Context: an optimization exercise on an open-source flow, tuned for small area, a short achievable clock period and few clock cycles per item. The choices shown serve that exercise and are no tape-out recipe.
Only the layout flow was run in this run; the RTL was not checked for function there.

## flow/config.mk

```make
export PLATFORM = sky130hd
export DESIGN_NAME = line_follow_pid_drive_core
export DESIGN_NICKNAME = line_follow_pid_drive_core
export VERILOG_FILES = /design/flow/design.v
export SDC_FILE = /design/flow/constraint.sdc
export NUM_CORES = 4
export LEC_CHECK = 0
export ABC_AREA = 1
export CAP_MARGIN = 20
export CORE_MARGIN = 2
export CORE_UTILIZATION = 40
export SLEW_MARGIN = 20
```

## flow/constraint.sdc

```tcl
create_clock -name core_clock -period 12.0 [get_ports {clk}]
set_input_delay 2.4000 -clock core_clock [delete_from_list [all_inputs] [get_ports {clk}]]
set_output_delay 2.4000 -clock core_clock [all_outputs]
set_load 0.01 [all_outputs]
```

## flow/design.v

```verilog
`timescale 1ns / 1ps
package lfpd_pkg;
    localparam int DRIVE_MAX   = 1999;
    localparam int LAP_COUNTS  = 43000;
    localparam int ALERT_TICKS = 200;
    localparam int LOST_SHORT  = 30;
    localparam int LOST_MED    = 100;
    localparam int LOST_LONG   = 120;
    localparam int SCALE_SPLIT = (LOST_SHORT + LOST_MED) / 2;
    localparam int SCALE_NEAR  = 70;
    localparam int SCALE_FAR   = 50;
    localparam int INTEG_LIM   = 500;
    localparam int DRIVE_FLOOR = 100;
    localparam int GAIN_LIM    = 999;
    localparam int SENSOR_W = 8;
    localparam int DELTA_W  = 16;
    localparam int DRIVE_W  = 13;
    localparam int ERR_W    = 7;
    localparam int BASE_W   = 12;
    localparam int GAIN_W   = 10;
    localparam int CFG_IDX_W  = 3;
    localparam int CFG_DATA_W = 12;
    localparam int DIST_CAP   = 4 * LAP_COUNTS;
    localparam int DIST_W     = 18;   
    localparam int DIST_SUM_W = 18;   
    localparam int MUL_W  = 20;
    localparam int PROD_W = 2 * MUL_W;
    localparam int SHIFT_CNT  = 16;
    localparam int SHIFT10    = 19;
    localparam int SHIFT10K   = 32;
    localparam int SHIFT100   = 26;
    localparam longint RECIP10   = ((64'd1 << SHIFT10) + 9) / 10;
    localparam longint RECIP10K  = ((64'd1 << SHIFT10K) + 9999) / 10000;
    localparam longint RECIP100  = ((64'd1 << SHIFT100) + 99) / 100;
    typedef enum logic [CFG_IDX_W-1:0] {
        CFG_BASE_DRIVE   = 3'd0,
        CFG_GAIN_P       = 3'd1,
        CFG_GAIN_I       = 3'd2,
        CFG_GAIN_D       = 3'd3,
        CFG_TWO_LAP_MODE = 3'd4
    } cfg_index_t;
    typedef enum logic [1:0] {
        ST_ON_LINE = 2'd0,
        ST_SHORT   = 2'd1,
        ST_MEDIUM  = 2'd2,
        ST_LONG    = 2'd3
    } line_status_t;
    function automatic logic signed [ERR_W-1:0] sensor_weight(input int i);
        logic signed [ERR_W-1:0] w;
        case (i)
            0:       w = -7'sd40;
            1:       w = -7'sd28;
            2:       w = -7'sd20;
            3:       w = -7'sd15;
            4:       w = 7'sd15;
            5:       w = 7'sd20;
            6:       w = 7'sd28;
            default: w = 7'sd40;
        endcase
        sensor_weight = w;
    endfunction
    function automatic logic [SHIFT_CNT:0] cnt_recip(input logic [3:0] cnt);
        logic [SHIFT_CNT:0] r;
        unique case (cnt)
            4'd1:    r = 17'd65536;
            4'd2:    r = 17'd32768;
            4'd3:    r = 17'd21846;
            4'd4:    r = 17'd16384;
            4'd5:    r = 17'd13108;
            4'd6:    r = 17'd10923;
            4'd7:    r = 17'd9363;
            4'd8:    r = 17'd8192;
            default: r = 17'd0;
        endcase
        cnt_recip = r;
    endfunction
endpackage
`timescale 1ns / 1ps
module lfpd_mul (
    input  logic                         clk,
    input  logic [lfpd_pkg::MUL_W-1:0]   op_a,
    input  logic [lfpd_pkg::MUL_W-1:0]   op_b,
    output logic [lfpd_pkg::PROD_W-1:0]  prod
);
    logic [lfpd_pkg::PROD_W-1:0] prod_reg;
    always_ff @(posedge clk)
    begin
        prod_reg <= lfpd_pkg::PROD_W'(op_a) * lfpd_pkg::PROD_W'(op_b);
    end
    assign prod = prod_reg;
endmodule
`timescale 1ns / 1ps
module line_follow_pid_drive_core (
    input  logic                                 clk,
    input  logic                                 rst_n,
    input  logic                                 cfg_we,
    input  logic [lfpd_pkg::CFG_IDX_W-1:0]       cfg_index,
    input  logic [lfpd_pkg::CFG_DATA_W-1:0]      cfg_data,
    input  logic                                 in_valid,
    output logic                                 in_ready,
    input  logic [lfpd_pkg::SENSOR_W-1:0]        in_sensor_bits,
    input  logic                                 in_read_failed,
    input  logic signed [lfpd_pkg::DELTA_W-1:0]  in_left_delta,
    input  logic signed [lfpd_pkg::DELTA_W-1:0]  in_right_delta,
    output logic                                 out_valid,
    input  logic                                 out_ready,
    output logic signed [lfpd_pkg::DRIVE_W-1:0]  out_left_drive,
    output logic signed [lfpd_pkg::DRIVE_W-1:0]  out_right_drive,
    output logic                                 out_motor_stop,
    output logic [1:0]                           out_line_status,
    output logic                                 out_run_finished,
    output logic                                 out_alert_on,
    output logic                                 out_notify_stop,
    output logic signed [lfpd_pkg::ERR_W-1:0]    out_line_error
);
    function automatic logic signed [6:0] sensor_avg(input logic [7:0] b);
        logic signed [6:0] v;
        case (b)
            8'd0: v = 7'sd0;
            8'd1: v = 7'sd5;
            8'd2: v = 7'sd4;
            8'd3: v = 7'sd11;
            8'd4: v = 7'sd2;
            8'd5: v = 7'sd10;
            8'd6: v = 7'sd8;
            8'd7: v = 7'sd17;
            8'd8: v = 7'sd2;
            8'd9: v = 7'sd9;
            8'd10: v = 7'sd7;
            8'd11: v = 7'sd16;
            8'd12: v = 7'sd5;
            8'd13: v = 7'sd15;
            8'd14: v = 7'sd12;
            8'd15: v = 7'sd25;
            8'd16: v = -7'sd2;
            8'd17: v = 7'sd4;
            8'd18: v = 7'sd2;
            8'd19: v = 7'sd10;
            8'd20: v = 7'sd0;
            8'd21: v = 7'sd9;
            8'd22: v = 7'sd6;
            8'd23: v = 7'sd18;
            8'd24: v = 7'sd0;
            8'd25: v = 7'sd8;
            8'd26: v = 7'sd5;
            8'd27: v = 7'sd17;
            8'd28: v = 7'sd4;
            8'd29: v = 7'sd15;
            8'd30: v = 7'sd12;
            8'd31: v = 7'sd29;
            8'd32: v = -7'sd2;
            8'd33: v = 7'sd3;
            8'd34: v = 7'sd1;
            8'd35: v = 7'sd9;
            8'd36: v = 7'sd0;
            8'd37: v = 7'sd8;
            8'd38: v = 7'sd5;
            8'd39: v = 7'sd17;
            8'd40: v = 7'sd0;
            8'd41: v = 7'sd7;
            8'd42: v = 7'sd4;
            8'd43: v = 7'sd15;
            8'd44: v = 7'sd3;
            8'd45: v = 7'sd13;
            8'd46: v = 7'sd10;
            8'd47: v = 7'sd27;
            8'd48: v = -7'sd5;
            8'd49: v = 7'sd1;
            8'd50: v = -7'sd1;
            8'd51: v = 7'sd8;
            8'd52: v = -7'sd3;
            8'd53: v = 7'sd6;
            8'd54: v = 7'sd3;
            8'd55: v = 7'sd17;
            8'd56: v = -7'sd4;
            8'd57: v = 7'sd5;
            8'd58: v = 7'sd2;
            8'd59: v = 7'sd16;
            8'd60: v = 7'sd0;
            8'd61: v = 7'sd13;
            8'd62: v = 7'sd9;
            8'd63: v = 7'sd34;
            8'd64: v = -7'sd4;
            8'd65: v = 7'sd2;
            8'd66: v = 7'sd0;
            8'd67: v = 7'sd8;
            8'd68: v = -7'sd1;
            8'd69: v = 7'sd6;
            8'd70: v = 7'sd4;
            8'd71: v = 7'sd15;
            8'd72: v = -7'sd2;
            8'd73: v = 7'sd5;
            8'd74: v = 7'sd3;
            8'd75: v = 7'sd13;
            8'd76: v = 7'sd1;
            8'd77: v = 7'sd11;
            8'd78: v = 7'sd8;
            8'd79: v = 7'sd25;
            8'd80: v = -7'sd7;
            8'd81: v = 7'sd0;
            8'd82: v = -7'sd3;
            8'd83: v = 7'sd6;
            8'd84: v = -7'sd4;
            8'd85: v = 7'sd4;
            8'd86: v = 7'sd1;
            8'd87: v = 7'sd15;
            8'd88: v = -7'sd5;
            8'd89: v = 7'sd3;
            8'd90: v = 7'sd0;
            8'd91: v = 7'sd13;
            8'd92: v = -7'sd2;
            8'd93: v = 7'sd10;
            8'd94: v = 7'sd6;
            8'd95: v = 7'sd30;
            8'd96: v = -7'sd8;
            8'd97: v = -7'sd1;
            8'd98: v = -7'sd4;
            8'd99: v = 7'sd5;
            8'd100: v = -7'sd5;
            8'd101: v = 7'sd3;
            8'd102: v = 7'sd0;
            8'd103: v = 7'sd13;
            8'd104: v = -7'sd6;
            8'd105: v = 7'sd1;
            8'd106: v = -7'sd1;
            8'd107: v = 7'sd11;
            8'd108: v = -7'sd3;
            8'd109: v = 7'sd9;
            8'd110: v = 7'sd5;
            8'd111: v = 7'sd27;
            8'd112: v = -7'sd12;
            8'd113: v = -7'sd5;
            8'd114: v = -7'sd8;
            8'd115: v = 7'sd1;
            8'd116: v = -7'sd10;
            8'd117: v = -7'sd1;
            8'd118: v = -7'sd5;
            8'd119: v = 7'sd12;
            8'd120: v = -7'sd12;
            8'd121: v = -7'sd2;
            8'd122: v = -7'sd6;
            8'd123: v = 7'sd10;
            8'd124: v = -7'sd9;
            8'd125: v = 7'sd6;
            8'd126: v = 7'sd0;
            8'd127: v = 7'sd40;
            8'd128: v = -7'sd5;
            8'd129: v = 7'sd0;
            8'd130: v = -7'sd2;
            8'd131: v = 7'sd5;
            8'd132: v = -7'sd3;
            8'd133: v = 7'sd4;
            8'd134: v = 7'sd1;
            8'd135: v = 7'sd12;
            8'd136: v = -7'sd4;
            8'd137: v = 7'sd3;
            8'd138: v = 7'sd0;
            8'd139: v = 7'sd10;
            8'd140: v = -7'sd1;
            8'd141: v = 7'sd8;
            8'd142: v = 7'sd5;
            8'd143: v = 7'sd21;
            8'd144: v = -7'sd9;
            8'd145: v = -7'sd3;
            8'd146: v = -7'sd5;
            8'd147: v = 7'sd3;
            8'd148: v = -7'sd7;
            8'd149: v = 7'sd1;
            8'd150: v = -7'sd1;
            8'd151: v = 7'sd11;
            8'd152: v = -7'sd8;
            8'd153: v = 7'sd0;
            8'd154: v = -7'sd3;
            8'd155: v = 7'sd9;
            8'd156: v = -7'sd5;
            8'd157: v = 7'sd6;
            8'd158: v = 7'sd2;
            8'd159: v = 7'sd24;
            8'd160: v = -7'sd10;
            8'd161: v = -7'sd4;
            8'd162: v = -7'sd6;
            8'd163: v = 7'sd2;
            8'd164: v = -7'sd8;
            8'd165: v = 7'sd0;
            8'd166: v = -7'sd3;
            8'd167: v = 7'sd9;
            8'd168: v = -7'sd9;
            8'd169: v = -7'sd1;
            8'd170: v = -7'sd4;
            8'd171: v = 7'sd7;
            8'd172: v = -7'sd6;
            8'd173: v = 7'sd5;
            8'd174: v = 7'sd1;
            8'd175: v = 7'sd21;
            8'd176: v = -7'sd15;
            8'd177: v = -7'sd8;
            8'd178: v = -7'sd11;
            8'd179: v = -7'sd2;
            8'd180: v = -7'sd13;
            8'd181: v = -7'sd5;
            8'd182: v = -7'sd9;
            8'd183: v = 7'sd6;
            8'd184: v = -7'sd15;
            8'd185: v = -7'sd6;
            8'd186: v = -7'sd10;
            8'd187: v = 7'sd4;
            8'd188: v = -7'sd13;
            8'd189: v = 7'sd0;
            8'd190: v = -7'sd6;
            8'd191: v = 7'sd28;
            8'd192: v = -7'sd11;
            8'd193: v = -7'sd5;
            8'd194: v = -7'sd8;
            8'd195: v = 7'sd0;
            8'd196: v = -7'sd9;
            8'd197: v = -7'sd2;
            8'd198: v = -7'sd5;
            8'd199: v = 7'sd6;
            8'd200: v = -7'sd10;
            8'd201: v = -7'sd3;
            8'd202: v = -7'sd6;
            8'd203: v = 7'sd5;
            8'd204: v = -7'sd8;
            8'd205: v = 7'sd2;
            8'd206: v = -7'sd1;
            8'd207: v = 7'sd17;
            8'd208: v = -7'sd16;
            8'd209: v = -7'sd10;
            8'd210: v = -7'sd13;
            8'd211: v = -7'sd5;
            8'd212: v = -7'sd15;
            8'd213: v = -7'sd7;
            8'd214: v = -7'sd11;
            8'd215: v = 7'sd2;
            8'd216: v = -7'sd17;
            8'd217: v = -7'sd9;
            8'd218: v = -7'sd13;
            8'd219: v = 7'sd0;
            8'd220: v = -7'sd16;
            8'd221: v = -7'sd4;
            8'd222: v = -7'sd10;
            8'd223: v = 7'sd20;
            8'd224: v = -7'sd17;
            8'd225: v = -7'sd12;
            8'd226: v = -7'sd15;
            8'd227: v = -7'sd6;
            8'd228: v = -7'sd17;
            8'd229: v = -7'sd9;
            8'd230: v = -7'sd13;
            8'd231: v = 7'sd0;
            8'd232: v = -7'sd18;
            8'd233: v = -7'sd11;
            8'd234: v = -7'sd15;
            8'd235: v = -7'sd2;
            8'd236: v = -7'sd17;
            8'd237: v = -7'sd6;
            8'd238: v = -7'sd12;
            8'd239: v = 7'sd15;
            8'd240: v = -7'sd25;
            8'd241: v = -7'sd21;
            8'd242: v = -7'sd25;
            8'd243: v = -7'sd17;
            8'd244: v = -7'sd27;
            8'd245: v = -7'sd21;
            8'd246: v = -7'sd27;
            8'd247: v = -7'sd15;
            8'd248: v = -7'sd29;
            8'd249: v = -7'sd24;
            8'd250: v = -7'sd30;
            8'd251: v = -7'sd20;
            8'd252: v = -7'sd34;
            8'd253: v = -7'sd28;
            8'd254: v = -7'sd40;
            8'd255: v = 7'sd0;
            default: v = 7'sd0;
        endcase
        sensor_avg = v;
    endfunction
    function automatic logic [13:0] iq_scale(input logic [5:0] x);
        logic [13:0] v;
        case (x)
            6'd0: v = {7'h00, 7'h00};
            6'd1: v = {7'h7f, 7'h00};
            6'd2: v = {7'h7e, 7'h01};
            6'd3: v = {7'h7d, 7'h02};
            6'd4: v = {7'h7d, 7'h02};
            6'd5: v = {7'h7c, 7'h03};
            6'd6: v = {7'h7b, 7'h04};
            6'd7: v = {7'h7b, 7'h04};
            6'd8: v = {7'h7a, 7'h05};
            6'd9: v = {7'h79, 7'h06};
            6'd10: v = {7'h79, 7'h07};
            6'd11: v = {7'h78, 7'h07};
            6'd12: v = {7'h77, 7'h08};
            6'd13: v = {7'h76, 7'h09};
            6'd14: v = {7'h76, 7'h09};
            6'd15: v = {7'h75, 7'h0a};
            6'd16: v = {7'h74, 7'h0b};
            6'd17: v = {7'h74, 7'h0b};
            6'd18: v = {7'h73, 7'h0c};
            6'd19: v = {7'h72, 7'h0d};
            6'd20: v = {7'h72, 7'h0e};
            6'd21: v = {7'h71, 7'h0e};
            6'd22: v = {7'h70, 7'h0f};
            6'd23: v = {7'h6f, 7'h10};
            6'd24: v = {7'h6f, 7'h10};
            6'd25: v = {7'h6e, 7'h11};
            6'd26: v = {7'h6d, 7'h12};
            6'd27: v = {7'h6d, 7'h12};
            6'd28: v = {7'h6c, 7'h13};
            6'd29: v = {7'h6b, 7'h14};
            6'd30: v = {7'h6b, 7'h15};
            6'd31: v = {7'h6a, 7'h15};
            6'd32: v = {7'h69, 7'h16};
            6'd33: v = {7'h68, 7'h17};
            6'd34: v = {7'h68, 7'h17};
            6'd35: v = {7'h67, 7'h18};
            6'd36: v = {7'h66, 7'h19};
            6'd37: v = {7'h66, 7'h19};
            6'd38: v = {7'h65, 7'h1a};
            6'd39: v = {7'h64, 7'h1b};
            6'd40: v = {7'h64, 7'h1c};
            6'd41: v = {7'h63, 7'h1c};
            6'd42: v = {7'h62, 7'h1d};
            6'd43: v = {7'h61, 7'h1e};
            6'd44: v = {7'h61, 7'h1e};
            6'd45: v = {7'h60, 7'h1f};
            6'd46: v = {7'h5f, 7'h20};
            6'd47: v = {7'h5f, 7'h20};
            6'd48: v = {7'h5e, 7'h21};
            6'd49: v = {7'h5d, 7'h22};
            6'd50: v = {7'h5d, 7'h23};
            6'd51: v = {7'h5c, 7'h23};
            6'd52: v = {7'h5b, 7'h24};
            6'd53: v = {7'h5a, 7'h25};
            6'd54: v = {7'h5a, 7'h25};
            6'd55: v = {7'h59, 7'h26};
            6'd56: v = {7'h58, 7'h27};
            6'd57: v = {7'h58, 7'h27};
            6'd58: v = {7'h57, 7'h28};
            6'd59: v = {7'h56, 7'h29};
            6'd60: v = {7'h56, 7'h2a};
            6'd61: v = {7'h55, 7'h2a};
            6'd62: v = {7'h54, 7'h2b};
            6'd63: v = {7'h53, 7'h2c};
            default: v = 14'd0;
        endcase
        iq_scale = v;
    endfunction
    function automatic logic [4:0] rem_split(input logic [7:0] r);
        logic [4:0] v;
        case (r)
            8'd0: v = {4'h0, 1'b0};
            8'd1: v = {4'h0, 1'b1};
            8'd2: v = {4'h0, 1'b1};
            8'd3: v = {4'h0, 1'b1};
            8'd4: v = {4'h0, 1'b1};
            8'd5: v = {4'h0, 1'b1};
            8'd6: v = {4'h0, 1'b1};
            8'd7: v = {4'h0, 1'b1};
            8'd8: v = {4'h0, 1'b1};
            8'd9: v = {4'h0, 1'b1};
            8'd10: v = {4'h1, 1'b0};
            8'd11: v = {4'h1, 1'b1};
            8'd12: v = {4'h1, 1'b1};
            8'd13: v = {4'h1, 1'b1};
            8'd14: v = {4'h1, 1'b1};
            8'd15: v = {4'h1, 1'b1};
            8'd16: v = {4'h1, 1'b1};
            8'd17: v = {4'h1, 1'b1};
            8'd18: v = {4'h1, 1'b1};
            8'd19: v = {4'h1, 1'b1};
            8'd20: v = {4'h2, 1'b0};
            8'd21: v = {4'h2, 1'b1};
            8'd22: v = {4'h2, 1'b1};
            8'd23: v = {4'h2, 1'b1};
            8'd24: v = {4'h2, 1'b1};
            8'd25: v = {4'h2, 1'b1};
            8'd26: v = {4'h2, 1'b1};
            8'd27: v = {4'h2, 1'b1};
            8'd28: v = {4'h2, 1'b1};
            8'd29: v = {4'h2, 1'b1};
            8'd30: v = {4'h3, 1'b0};
            8'd31: v = {4'h3, 1'b1};
            8'd32: v = {4'h3, 1'b1};
            8'd33: v = {4'h3, 1'b1};
            8'd34: v = {4'h3, 1'b1};
            8'd35: v = {4'h3, 1'b1};
            8'd36: v = {4'h3, 1'b1};
            8'd37: v = {4'h3, 1'b1};
            8'd38: v = {4'h3, 1'b1};
            8'd39: v = {4'h3, 1'b1};
            8'd40: v = {4'h4, 1'b0};
            8'd41: v = {4'h4, 1'b1};
            8'd42: v = {4'h4, 1'b1};
            8'd43: v = {4'h4, 1'b1};
            8'd44: v = {4'h4, 1'b1};
            8'd45: v = {4'h4, 1'b1};
            8'd46: v = {4'h4, 1'b1};
            8'd47: v = {4'h4, 1'b1};
            8'd48: v = {4'h4, 1'b1};
            8'd49: v = {4'h4, 1'b1};
            8'd50: v = {4'h5, 1'b0};
            8'd51: v = {4'h5, 1'b1};
            8'd52: v = {4'h5, 1'b1};
            8'd53: v = {4'h5, 1'b1};
            8'd54: v = {4'h5, 1'b1};
            8'd55: v = {4'h5, 1'b1};
            8'd56: v = {4'h5, 1'b1};
            8'd57: v = {4'h5, 1'b1};
            8'd58: v = {4'h5, 1'b1};
            8'd59: v = {4'h5, 1'b1};
            8'd60: v = {4'h6, 1'b0};
            8'd61: v = {4'h6, 1'b1};
            8'd62: v = {4'h6, 1'b1};
            8'd63: v = {4'h6, 1'b1};
            8'd64: v = {4'h6, 1'b1};
            8'd65: v = {4'h6, 1'b1};
            8'd66: v = {4'h6, 1'b1};
            8'd67: v = {4'h6, 1'b1};
            8'd68: v = {4'h6, 1'b1};
            8'd69: v = {4'h6, 1'b1};
            8'd70: v = {4'h7, 1'b0};
            8'd71: v = {4'h7, 1'b1};
            8'd72: v = {4'h7, 1'b1};
            8'd73: v = {4'h7, 1'b1};
            8'd74: v = {4'h7, 1'b1};
            8'd75: v = {4'h7, 1'b1};
            8'd76: v = {4'h7, 1'b1};
            8'd77: v = {4'h7, 1'b1};
            8'd78: v = {4'h7, 1'b1};
            8'd79: v = {4'h7, 1'b1};
            8'd80: v = {4'h8, 1'b0};
            8'd81: v = {4'h8, 1'b1};
            8'd82: v = {4'h8, 1'b1};
            8'd83: v = {4'h8, 1'b1};
            8'd84: v = {4'h8, 1'b1};
            8'd85: v = {4'h8, 1'b1};
            8'd86: v = {4'h8, 1'b1};
            8'd87: v = {4'h8, 1'b1};
            8'd88: v = {4'h8, 1'b1};
            8'd89: v = {4'h8, 1'b1};
            8'd90: v = {4'h9, 1'b0};
            8'd91: v = {4'h9, 1'b1};
            8'd92: v = {4'h9, 1'b1};
            8'd93: v = {4'h9, 1'b1};
            8'd94: v = {4'h9, 1'b1};
            8'd95: v = {4'h9, 1'b1};
            8'd96: v = {4'h9, 1'b1};
            8'd97: v = {4'h9, 1'b1};
            8'd98: v = {4'h9, 1'b1};
            8'd99: v = {4'h9, 1'b1};
            8'd226: v = {4'hd, 1'b0};
            8'd227: v = {4'hd, 1'b1};
            8'd228: v = {4'hd, 1'b1};
            8'd229: v = {4'hd, 1'b1};
            8'd230: v = {4'hd, 1'b1};
            8'd231: v = {4'hd, 1'b1};
            8'd232: v = {4'hd, 1'b1};
            8'd233: v = {4'hd, 1'b1};
            8'd234: v = {4'hd, 1'b1};
            8'd235: v = {4'hd, 1'b1};
            8'd236: v = {4'he, 1'b0};
            8'd237: v = {4'he, 1'b1};
            8'd238: v = {4'he, 1'b1};
            8'd239: v = {4'he, 1'b1};
            8'd240: v = {4'he, 1'b1};
            8'd241: v = {4'he, 1'b1};
            8'd242: v = {4'he, 1'b1};
            8'd243: v = {4'he, 1'b1};
            8'd244: v = {4'he, 1'b1};
            8'd245: v = {4'he, 1'b1};
            8'd246: v = {4'hf, 1'b0};
            8'd247: v = {4'hf, 1'b1};
            8'd248: v = {4'hf, 1'b1};
            8'd249: v = {4'hf, 1'b1};
            8'd250: v = {4'hf, 1'b1};
            8'd251: v = {4'hf, 1'b1};
            8'd252: v = {4'hf, 1'b1};
            8'd253: v = {4'hf, 1'b1};
            8'd254: v = {4'hf, 1'b1};
            8'd255: v = {4'hf, 1'b1};
            default: v = 5'd0;
        endcase
        rem_split = v;
    endfunction
    logic        cfg_we_0;
    logic [2:0]  cfg_index_0;
    logic [11:0] cfg_data_0;
    logic        cfg_we_r;
    logic [2:0]  cfg_index_r;
    logic [10:0] cfg_val_r;     
    logic [7:0]  cfg_q5_r;      
    logic        cfg_big;
    logic [9:0]  cfg_gain;
    logic [17:0] cfg_g205;
    assign cfg_big  = (cfg_data_0[9:0] > 10'd999);
    assign cfg_gain = cfg_big ? 10'd999 : cfg_data_0[9:0];
    assign cfg_g205 = 18'(cfg_data_0[9:0]) * 18'd205;     
    always_ff @(posedge clk or negedge rst_n)
    begin
        if (!rst_n)
        begin
            cfg_we_0 <= 1'b0;
            cfg_we_r <= 1'b0;
        end
        else
        begin
            cfg_we_0 <= cfg_we;
            cfg_we_r <= cfg_we_0;
        end
    end
    always_ff @(posedge clk)
    begin
        cfg_index_0 <= cfg_index;
        cfg_data_0  <= cfg_data;
        cfg_index_r <= cfg_index_0;
        cfg_q5_r    <= cfg_big ? 8'd199 : cfg_g205[10 +: 8];
        if (cfg_index_0 == 3'd0)
            cfg_val_r <= (cfg_data_0 > 12'd1999) ? 11'd1999 : cfg_data_0[10:0];
        else
            cfg_val_r <= {1'b0, cfg_gain};
    end
    logic [10:0] base_reg;
    logic [15:0] fp_reg;    
    logic [9:0]  gi_reg;
    logic [16:0] fd_reg;    
    logic        two_lap_reg;
    logic [2:0]  g_r5;      
    logic [15:0] g_s;       
    assign g_r5 = 3'(cfg_val_r[2:0] - 3'(cfg_q5_r[2:0] * 3'd5));
    assign g_s  = 16'(cfg_val_r[9:0]) * 16'd51 + 16'(cfg_q5_r);
    always_ff @(posedge clk or negedge rst_n)
    begin
        if (!rst_n)
            two_lap_reg <= 1'b0;
        else if (cfg_we_0 && cfg_index_0 == 3'd4)
            two_lap_reg <= cfg_data_0[0];
    end
    always_ff @(posedge clk or negedge rst_n)
    begin
        if (!rst_n)
        begin
            base_reg    <= 11'd700;
            fp_reg      <= 16'd3073;
            gi_reg      <= 10'd3;
            fd_reg      <= 17'd4097;
        end
        else if (cfg_we_r)
        begin
            case (cfg_index_r)
                3'd0: base_reg    <= cfg_val_r;
                3'd1: fp_reg      <= g_s + 16'd1;
                3'd2: gi_reg      <= cfg_val_r[9:0];
                3'd3: fd_reg      <= {g_s, 1'b1} + 17'(g_r5 >= 3'd3);
                default: ;
            endcase
        end
    end
    logic out_valid_reg;
    logic adv;
    assign adv      = !out_valid_reg || out_ready;
    assign in_ready = adv;
    logic               va;
    logic               white_a;
    logic signed [6:0]  calc_a;
    logic               fail_a;
    logic [16:0]        dsum_a;
    logic dl_neg;
    logic dr_neg;
    assign dl_neg = in_left_delta[15];
    assign dr_neg = in_right_delta[15];
    always_ff @(posedge clk or negedge rst_n)
    begin
        if (!rst_n)
            va <= 1'b0;
        else if (adv)
            va <= in_valid;
    end
    always_ff @(posedge clk)
    begin
        if (adv)
        begin
            white_a <= (in_sensor_bits == 8'hFF);
            calc_a  <= sensor_avg(in_sensor_bits);
            fail_a <= in_read_failed;
            dsum_a <= 17'(16'(in_left_delta) ^ {16{dl_neg}}) + 17'(16'(in_right_delta) ^ {16{dr_neg}})
                    + 17'(dl_neg) + 17'(dr_neg);
        end
    end
    logic signed [6:0]  h_reg;
    logic signed [9:0]  integ_reg;
    logic [6:0]         lost_reg;
    logic [17:0]        dist_reg;
    logic               started_reg;
    logic               done_reg;
    logic [7:0]         acnt_reg;
    logic               halted_reg;
    logic [6:0]         lost_inc;
    logic               long_loss;
    logic               status_short;
    logic [1:0]         status_n;
    logic signed [6:0]  err_n;
    logic [18:0]        dist_sum;
    logic [17:0]        dist_next;
    logic               lap1;
    logic               target_hit;
    logic               started_next;
    logic               done_next;
    logic [7:0]         acnt_next;
    logic [7:0]         acnt_inc;
    logic signed [10:0] integ_sum;
    logic signed [9:0]  integ_next;
    always_comb
    begin
        lost_inc     = lost_reg + 7'd1;
        long_loss    = white_a && (lost_inc >= 7'd120);
        status_short = (lost_inc < 7'd30);
        status_n     = !white_a ? 2'd0 : (status_short ? 2'd1 : 2'd2);
        err_n        = (white_a && status_short) ? h_reg : calc_a;
        dist_sum   = 19'(dist_reg) + 19'(dsum_a);
        dist_next  = (dist_sum > 19'd172000) ? 18'd172000 : dist_sum[17:0];
        lap1       = (dist_next >= 18'd43000);
        target_hit = two_lap_reg ? (dist_next >= 18'd86000) : lap1;
        acnt_inc     = acnt_reg + 8'd1;
        started_next = started_reg;
        done_next    = done_reg;
        acnt_next    = acnt_reg;
        if (two_lap_reg)
        begin
            if (started_reg && !done_reg)
            begin
                acnt_next = acnt_inc;
                if (acnt_inc >= 8'd200)
                    done_next = 1'b1;
            end
            if (!started_reg && lap1)
            begin
                started_next = 1'b1;
                acnt_next    = 8'd0;
            end
        end
        if (target_hit && started_next)
            done_next = 1'b1;
        integ_sum = 11'(integ_reg) + 11'(calc_a);
        if (integ_sum > 11'sd500)
            integ_next = 10'sd500;
        else if (integ_sum < -11'sd500)
            integ_next = -10'sd500;
        else
            integ_next = integ_sum[9:0];
    end
    logic               vb;
    logic               norm_b;      
    logic [1:0]         status_b;
    logic [5:0]         emag_b;      
    logic               eneg_b;
    logic [8:0]         imag_b;      
    logic               ineg_b;
    logic signed [9:0]  integ_new;
    logic               fin_b;
    logic               notify_b;
    logic               alert_b;
    logic [6:0]         dmag_b;      
    logic               dneg_b;
    logic signed [7:0]  diff_n;
    assign diff_n = 8'(err_n) - 8'(h_reg);
    assign integ_new = (va && !halted_reg && !fail_a && !white_a && !target_hit)
                     ? integ_next : integ_reg;
    always_ff @(posedge clk or negedge rst_n)
    begin
        if (!rst_n)
        begin
            vb          <= 1'b0;
            h_reg       <= '0;
            integ_reg   <= '0;
            lost_reg    <= '0;
            dist_reg    <= '0;
            started_reg <= 1'b0;
            done_reg    <= 1'b0;
            acnt_reg    <= '0;
            halted_reg  <= 1'b0;
        end
        else if (adv)
        begin
            vb <= va;
            if (va && !halted_reg && !fail_a)
            begin
                if (long_loss)
                begin
                    lost_reg   <= lost_inc;
                    halted_reg <= 1'b1;
                end
                else
                begin
                    lost_reg    <= white_a ? lost_inc : 7'd0;
                    dist_reg    <= dist_next;
                    started_reg <= started_next;
                    done_reg    <= done_next;
                    acnt_reg    <= acnt_next;
                    if (target_hit)
                        halted_reg <= 1'b1;
                    else if (!white_a)
                    begin
                        integ_reg <= integ_next;
                        h_reg     <= calc_a;
                    end
                end
            end
        end
    end
    always_ff @(posedge clk)
    begin
        if (adv)
        begin
            norm_b   <= 1'b0;
            status_b <= 2'd0;
            emag_b   <= '0;
            eneg_b   <= 1'b0;
            ineg_b   <= integ_new[9];
            imag_b   <= integ_new[9] ? 9'(-integ_new) : integ_new[8:0];
            fin_b    <= 1'b0;
            notify_b <= 1'b0;
            alert_b  <= started_reg && !done_reg;
            dneg_b   <= diff_n[7];
            dmag_b   <= diff_n[7] ? 7'(-diff_n) : diff_n[6:0];
            if (halted_reg)
                ;
            else if (fail_a || long_loss)
                status_b <= 2'd3;
            else
            begin
                status_b <= status_n;
                eneg_b   <= err_n[6];
                emag_b   <= err_n[6] ? 6'(-err_n) : err_n[5:0];
                alert_b  <= started_next && !done_next;
                if (target_hit)
                begin
                    fin_b    <= 1'b1;
                    notify_b <= !two_lap_reg;
                end
                else
                    norm_b <= 1'b1;
            end
        end
    end
    logic [5:0]  e_mag;
    logic [8:0]  i_mag;
    logic [6:0]  d_mag;
    logic [21:0] p_prod;
    logic [18:0] i_prod;
    logic [23:0] d_prod;
    assign e_mag  = emag_b;
    assign i_mag  = imag_b;
    assign d_mag  = dmag_b;
    assign p_prod = 22'(fp_reg) * 22'(e_mag);
    assign i_prod = 19'(gi_reg) * 19'(i_mag);
    assign d_prod = 24'(fd_reg) * 24'(d_mag);
    logic               vc;
    logic               norm_c;
    logic [1:0]         status_c;
    logic signed [6:0]  err_c;
    logic               fin_c;
    logic               notify_c;
    logic               alert_c;
    logic               far_c;
    logic               pneg_c;
    logic               dneg_c;
    logic               ineg_c;
    logic [11:0]        pq_c;        
    logic [12:0]        dq_c;        
    logic [14:0]        iprod_c;     
    always_ff @(posedge clk or negedge rst_n)
    begin
        if (!rst_n)
            vc <= 1'b0;
        else if (adv)
            vc <= vb;
    end
    always_ff @(posedge clk)
    begin
        if (adv)
        begin
            norm_c   <= norm_b;
            status_c <= status_b;
            err_c    <= eneg_b ? -(7'(emag_b)) : 7'(emag_b);
            fin_c    <= fin_b;
            notify_c <= notify_b;
            alert_c  <= alert_b;
            far_c    <= (lost_reg >= 7'd65);
            pneg_c   <= eneg_b;
            dneg_c   <= dneg_b;
            ineg_c   <= ineg_b;
            pq_c     <= p_prod[9 +: 12];
            dq_c     <= d_prod[10 +: 13];
            iprod_c  <= i_prod[18:4];
        end
    end
    logic [17:0] i_t;
    logic [5:0]  i_q;
    assign i_t = 18'({iprod_c, 3'b000}) - 18'({iprod_c, 1'b0}) + 18'(iprod_c[14:1])
               + 18'(iprod_c[14:4]) - 18'(iprod_c[14:7]) - 18'(iprod_c[14:10]);
    assign i_q = i_t[12 +: 6];
    logic [15:0] lp;
    logic [15:0] rp;
    logic [6:0]  iqs;       
    assign lp  = 16'(base_reg) + (16'(pq_c) ^ {16{pneg_c}}) + (16'(dq_c) ^ {16{dneg_c}})
               + 16'(pneg_c) + 16'(dneg_c);
    assign rp  = 16'(base_reg) + (16'(pq_c) ^ {16{!pneg_c}}) + (16'(dq_c) ^ {16{!dneg_c}})
               + 16'(!pneg_c) + 16'(!dneg_c);
    assign iqs = ineg_c ? -(7'(i_q)) : 7'(i_q);
    logic signed [6:0] qiu;
    logic signed [6:0] qin;
    assign {qin, qiu} = iq_scale(i_q);
    logic               ve;
    logic               norm_e;
    logic [1:0]         status_e;
    logic signed [6:0]  err_e;
    logic               fin_e;
    logic               notify_e;
    logic               alert_e;
    logic               far_e;
    logic [15:0]        lp_e;        
    logic [15:0]        rp_e;        
    logic signed [6:0]  iqs_e;       
    logic signed [6:0]  qil_e;       
    logic signed [6:0]  qir_e;       
    always_ff @(posedge clk or negedge rst_n)
    begin
        if (!rst_n)
            ve <= 1'b0;
        else if (adv)
            ve <= vc;
    end
    always_ff @(posedge clk)
    begin
        if (adv)
        begin
            norm_e   <= norm_c;
            status_e <= status_c;
            err_e    <= err_c;
            fin_e    <= fin_c;
            notify_e <= notify_c;
            alert_e  <= alert_c;
            far_e    <= far_c;
            lp_e     <= lp;
            rp_e     <= rp;
            iqs_e    <= iqs;
            qil_e    <= ineg_c ? qin : qiu;
            qir_e    <= ineg_c ? qiu : qin;
        end
    end
    typedef struct packed {
        logic signed [15:0] sel;     
        logic signed [4:0]  adj;     
    } scaled_t;
    function automatic scaled_t scale_step(input logic signed [15:0] p, input logic signed [6:0] iq,
                                           input logic signed [6:0] qi,
                                           input logic med, input logic far);
        logic signed [13:0] p14;
        logic signed [13:0] q0;
        logic signed [15:0] v;
        logic [7:0]         v8;
        logic [7:0]         q08;
        logic [7:0]         r;
        logic signed [3:0]  k;
        logic               nz;
        scaled_t s;
        v      = p + 16'(iq);
        p14    = p[13:0];
        q0     = (p14 >>> 1) + (p14 >>> 3) + (p14 >>> 4) + (p14 >>> 7) + (p14 >>> 8)
               + 14'(qi);
        v8     = p[7:0] + 8'(iq);
        q08    = 8'(p14 >>> 1) + 8'(p14 >>> 3) + 8'(p14 >>> 4) + 8'(p14 >>> 7)
               + 8'(p14 >>> 8) + 8'(qi);
        r      = 8'(v8 * 8'd7) - 8'(q08 * 8'd10);
        {k, nz} = rem_split(r);
        if (!med)
        begin
            s.sel = v;
            s.adj = 5'sd0;
        end
        else if (far)
        begin
            s.sel = v >>> 1;
            s.adj = {4'b0000, v[15] && v[0]};
        end
        else
        begin
            s.sel = 16'(q0);
            s.adj = 5'(k) + 5'(v[15] && nz);
        end
        scale_step = s;
    endfunction
    logic               vf;
    logic               norm_f;
    logic [1:0]         status_f;
    logic signed [6:0]  err_f;
    logic               fin_f;
    logic               notify_f;
    logic               alert_f;
    scaled_t            ls_f;
    scaled_t            rs_f;
    logic med_e;
    assign med_e = (status_e == 2'd2);
    always_ff @(posedge clk or negedge rst_n)
    begin
        if (!rst_n)
            vf <= 1'b0;
        else if (adv)
            vf <= ve;
    end
    always_ff @(posedge clk)
    begin
        if (adv)
        begin
            norm_f   <= norm_e;
            status_f <= status_e;
            err_f    <= err_e;
            fin_f    <= fin_e;
            notify_f <= notify_e;
            alert_f  <= alert_e;
            ls_f     <= scale_step(lp_e, iqs_e, qil_e, med_e, far_e);
            rs_f     <= scale_step(rp_e, -iqs_e, qir_e, med_e, far_e);
        end
    end
    function automatic logic signed [12:0] drive(input scaled_t s);
        logic signed [15:0] sv;
        logic signed [12:0] c;
        sv = s.sel + 16'(s.adj);
        if (sv > 16'sd1999)
            c = 13'sd1999;
        else if (sv < -16'sd1999)
            c = -13'sd1999;
        else if (sv > 16'sd0 && sv < 16'sd100)
            c = 13'sd100;
        else
            c = sv[12:0];
        drive = c;
    endfunction
    logic signed [12:0] out_left_reg;
    logic signed [12:0] out_right_reg;
    logic               out_stop_reg;
    logic [1:0]         out_status_reg;
    logic               out_fin_reg;
    logic               out_alert_reg;
    logic               out_notify_reg;
    logic signed [6:0]  out_err_reg;
    always_ff @(posedge clk or negedge rst_n)
    begin
        if (!rst_n)
            out_valid_reg <= 1'b0;
        else if (adv)
            out_valid_reg <= vf;
    end
    always_ff @(posedge clk)
    begin
        if (adv)
        begin
            out_left_reg   <= norm_f ? drive(ls_f) : 13'sd0;
            out_right_reg  <= norm_f ? drive(rs_f) : 13'sd0;
            out_stop_reg   <= !norm_f;
            out_status_reg <= status_f;
            out_fin_reg    <= fin_f;
            out_alert_reg  <= alert_f;
            out_notify_reg <= notify_f;
            out_err_reg    <= err_f;
        end
    end
    assign out_valid        = out_valid_reg;
    assign out_left_drive   = out_left_reg;
    assign out_right_drive  = out_right_reg;
    assign out_motor_stop   = out_stop_reg;
    assign out_line_status  = out_status_reg;
    assign out_run_finished = out_fin_reg;
    assign out_alert_on     = out_alert_reg;
    assign out_notify_stop  = out_notify_reg;
    assign out_line_error   = out_err_reg;
endmodule
```

## flow/flow/run.sh

```bash
#!/bin/bash
set -e
export SETUP_SLACK_MARGIN=6.6
bash standard.sh > standard.log 2>&1
```

## flow/standard.sh

```bash
#!/bin/bash
# synth_recipe.tcl (not shown) runs the flow's synth.tcl, then flattens the netlist and writes it again
# the make line also repeats each setting of config.mk as NAME=value (left out here)
make -C /OpenROAD-flow-scripts/flow DESIGN_CONFIG=/design/flow/config.mk WORK_HOME=/design/flow/orfs CLKGATE_MAP_FILE= SYNTH_SCRIPT=/design/flow/synth_recipe.tcl "${@:-finish}"
```

==> run notes <==
worst max-delay path by stage:
| stage | to | slack, ns | cells after the start |
|---|---|---|---|
| after global placement | ls_f[2] | 4.48 | 28 |
| after CTS | ls_f[2] | 4.82 | 32 |
| after global routing | rs_f[3] | 4.50 | 32 |
| after floorplan | ls_f[2] | 4.86 | 31 |
| after detailed placement | ls_f[2] | 4.35 | 28 |
| final | rs_f[3] | 4.81 | 32 |
cells in the mapped netlist, types with 22 or more instances:
cell      count
o211ai_1     31
o21bai_1     22
ha_1        492
nor3_1       55
inv_1       999
xnor2_1      92
nand4_1      29
edfxtp_1    275
a21oi_1     314
dfrtp_1     103
dfxtp_1      37
clkbuf_1    121
xor2_1      244
nor2_1      281
fa_1        376
o21ai_0     294
nand3_1     180
o22ai_1      25
nand2_1    1028
area by class of cell:
type	instances	area share
diodes	1	0.0000497
clock inverters	40	0.00679
repair inverters	3	0.000522
clock buffers	58	0.0273
inverters	1014	0.0761
repair buffers	240	0.0418
well taps	1488	0.0370
multi-input cells	3685	0.573
flip-flops and latches	428	0.237
what timing repair did:
action | CTS | global route
setup endpoints to repair | 36 | 44
hold buffers | 0 | 0
buffers inserted | 62 | 56
gates cloned | 3 | 0
hold endpoints to repair | 0 | 0
resized for setup | 61 | 116
pin swaps | 33 | 44
metal layers:
layer / up-vias / GRT usage / wire [microns]
met5: - / 0 / 0
met4: 0 / 0.0607 / 3370
met3: 190 / 0.0256 / 4930
met2: 773 / 0.334 / 52400
met1: 16506 / 0.244 / 46700
li1: 17276 / - / -
through the flow:
| stage | area (sq um) | util | hold WS (ns) |
|---|---|---|---|
| 2_1_floorplan | 44600 | - | 0.331 |
| 5_1_grt | 50300 | 0.455 | 0.361 |
| 6_report | 50300 | 0.455 | 0.351 |
| 3_5_place_dp | 47100 | 0.426 | 0.340 |
| 4_1_cts | 49500 | 0.447 | 0.352 |
| 3_3_place_gp | 47100 | 0.426 | 0.341 |
worst reg2reg max path, delay by kind of cell, from the launching register on:
kind,cells,cell delay (ns)
buf+inv,8,0.55
compound gates,4,0.31
fa+ha+maj,12,4.45
xor+xnor,2,0.31
simple gates,6,0.79
flops,1,0.47
cell families after synthesis:
family	Yosys count
AND/OR/NAND/NOR	1639
AO/OA/AOI/OAI	841
buffers and inverters	1153
XOR/XNOR	336
multiplexers	1
flip-flops	428
adder cells (fa/ha/maj)	868
==> out/results.txt <==
status = timing/DRC/antenna clean
Global Route Usage Sum = 0.191
Layout fillers = 10852
HP Start = cfg_index_0[0]
Crit. Startpoint = rp_e[5]
WL final = 107000 microns
Arrival @ worst endpoint = 7.54 ns
vias post-DR = 34745
slowest CP cell = fa_1
Non-Filler Instances = 6957
RSZ-0062 raised after global routing = yes
area occupied by registers = 11900 sq um
CP top delay family = adder cells
sequential area share after synthesis = 0.268
fmax = 0.139 GHz
Hold Crit Class = flop to flop
clock net sink count = 428
FFs w/ async S/R, synth = 0.271
CP most frequent cell = fa_1
Final Net Count = 6353
EDFF count, synth = 275
largest family of logic cells by synthesized area = adder cells
initial core utilization = 0.402
Final Hold Vio Count = 0
core region area = 111000 sq um
clock transition at the registers of the reported paths = 0.06 ns
Final Skew = 0.0354 ns
Tmin final = 7.19 ns
synth unique cells = 67
Slew Viols, Final = 0
simple-gate share of the synthesized area = 0.151
Synth Cell Area = 44500 sq um
slack of the critical path = 4.81 ns
r2r setup slk = 4.81 ns
worst skew pair latency = 0.65 ns
r2r endpoint = rs_f[3]
count of input and output buffers = 101
DRC viols = 0
XOR/XNOR Fraction of Synth Area = 0.0662
share of layout cells above drive strength 1 = 0.0810
cell taking the most area after synthesis = edfxtp_1
pre-CTS setup slack = 4.35 ns
sum of buffers and inverters on the critical path = 8
most frequent cells in the layout = nand2_1, inv_1, ha_1
Cells after Synth = 5266
hpwl dp = 83700 microns
Top FF cell, synth = edfxtp_1
CTS tree = yes
multiplexer share of the synthesized area = 0.000253
WS Path Type = flop to flop
R2R depth = 32
Crit. End Element = flop
Placer Congestion = 0.948
antenna violations before repair = 1
die height = 337 microns
fin crit share = 0.599
vias in the first global route = 34964
DRT Pass-1 Iters = 6
Mean Syn Cell Area = 8.45 sq um
clk buf depth = 3
gr ovfl total = 0
Worst Tran Pin Value = 1.04 ns
Net Count, Synth = 6195
post-synthesis adder-cell area fraction = 0.308
commonest non-fill, non-tap cell in the layout = nand2_1
crit start category = flop
Crit path largest cell delay = 0.54 ns
IO Pins = 102
setup TNS = 0 ns
DR WL/cell = 15.4 microns
Max-Cap Viols = 0
CTS root buf = clkbuf_16
H-Tree Depth = 2
Hold Path Sink = cfg_index_r[0]
Yosys top cell area share = 0.186
# setup viols final = 0
die area = 114000 sq um
Synth Area in Compound Gates = 0.108
multi-input logic area = 28900 sq um
P&R area growth vs syn = 13.2%
std cell rows = 122
# placed instances = 6736
hold path depth = 0
CP Max Fanout = 7
Synth Register Bits = 428
drt initial violations = 2266
Die Wd = 337 microns
worst r2r src = rp_e[5]
Ys Warns = 1
first-pass GRT wire length = 177000 microns
dominant cells by area after synthesis = edfxtp_1, fa_1, ha_1, nand2_1, inv_1
vias per inst = 4.99
total CTS buffers = 52
pin count of the biggest net entering global routing = 75
CP required = 12.36 ns
Slew Limit Headroom = 0.304
DRT antenna net count = 0

-- separate check: timing with driven ports --
The flow's constraints put no driver on any port. The routed layout listed below was extracted and timed again, unchanged, in two steps.
Step 1: set_driving_cell puts a clkbuf_16 on clk and a buf_2 on each other input, an assumption about the parent block.
Step 2 times the ports against the registers' clock, not the clock port: input delays grow and output delays shrink by t, the midpoint of the rising clock arrivals with the driver on.
Three values: no drivers, after step 1, after step 2; two values: the first two.
t (ns): 0.708
setup WS [ns]: 4.813 / 4.813 / 4.813
worst hold slack (ns): 0.351 / 0.351 / 0.351
worst slew at a driven data input, ns: 0.06
After both steps this run still meets setup and hold. For this run, drivers alone change the setup slack by 0.000 ns; drivers and shift together by 0.000 ns.
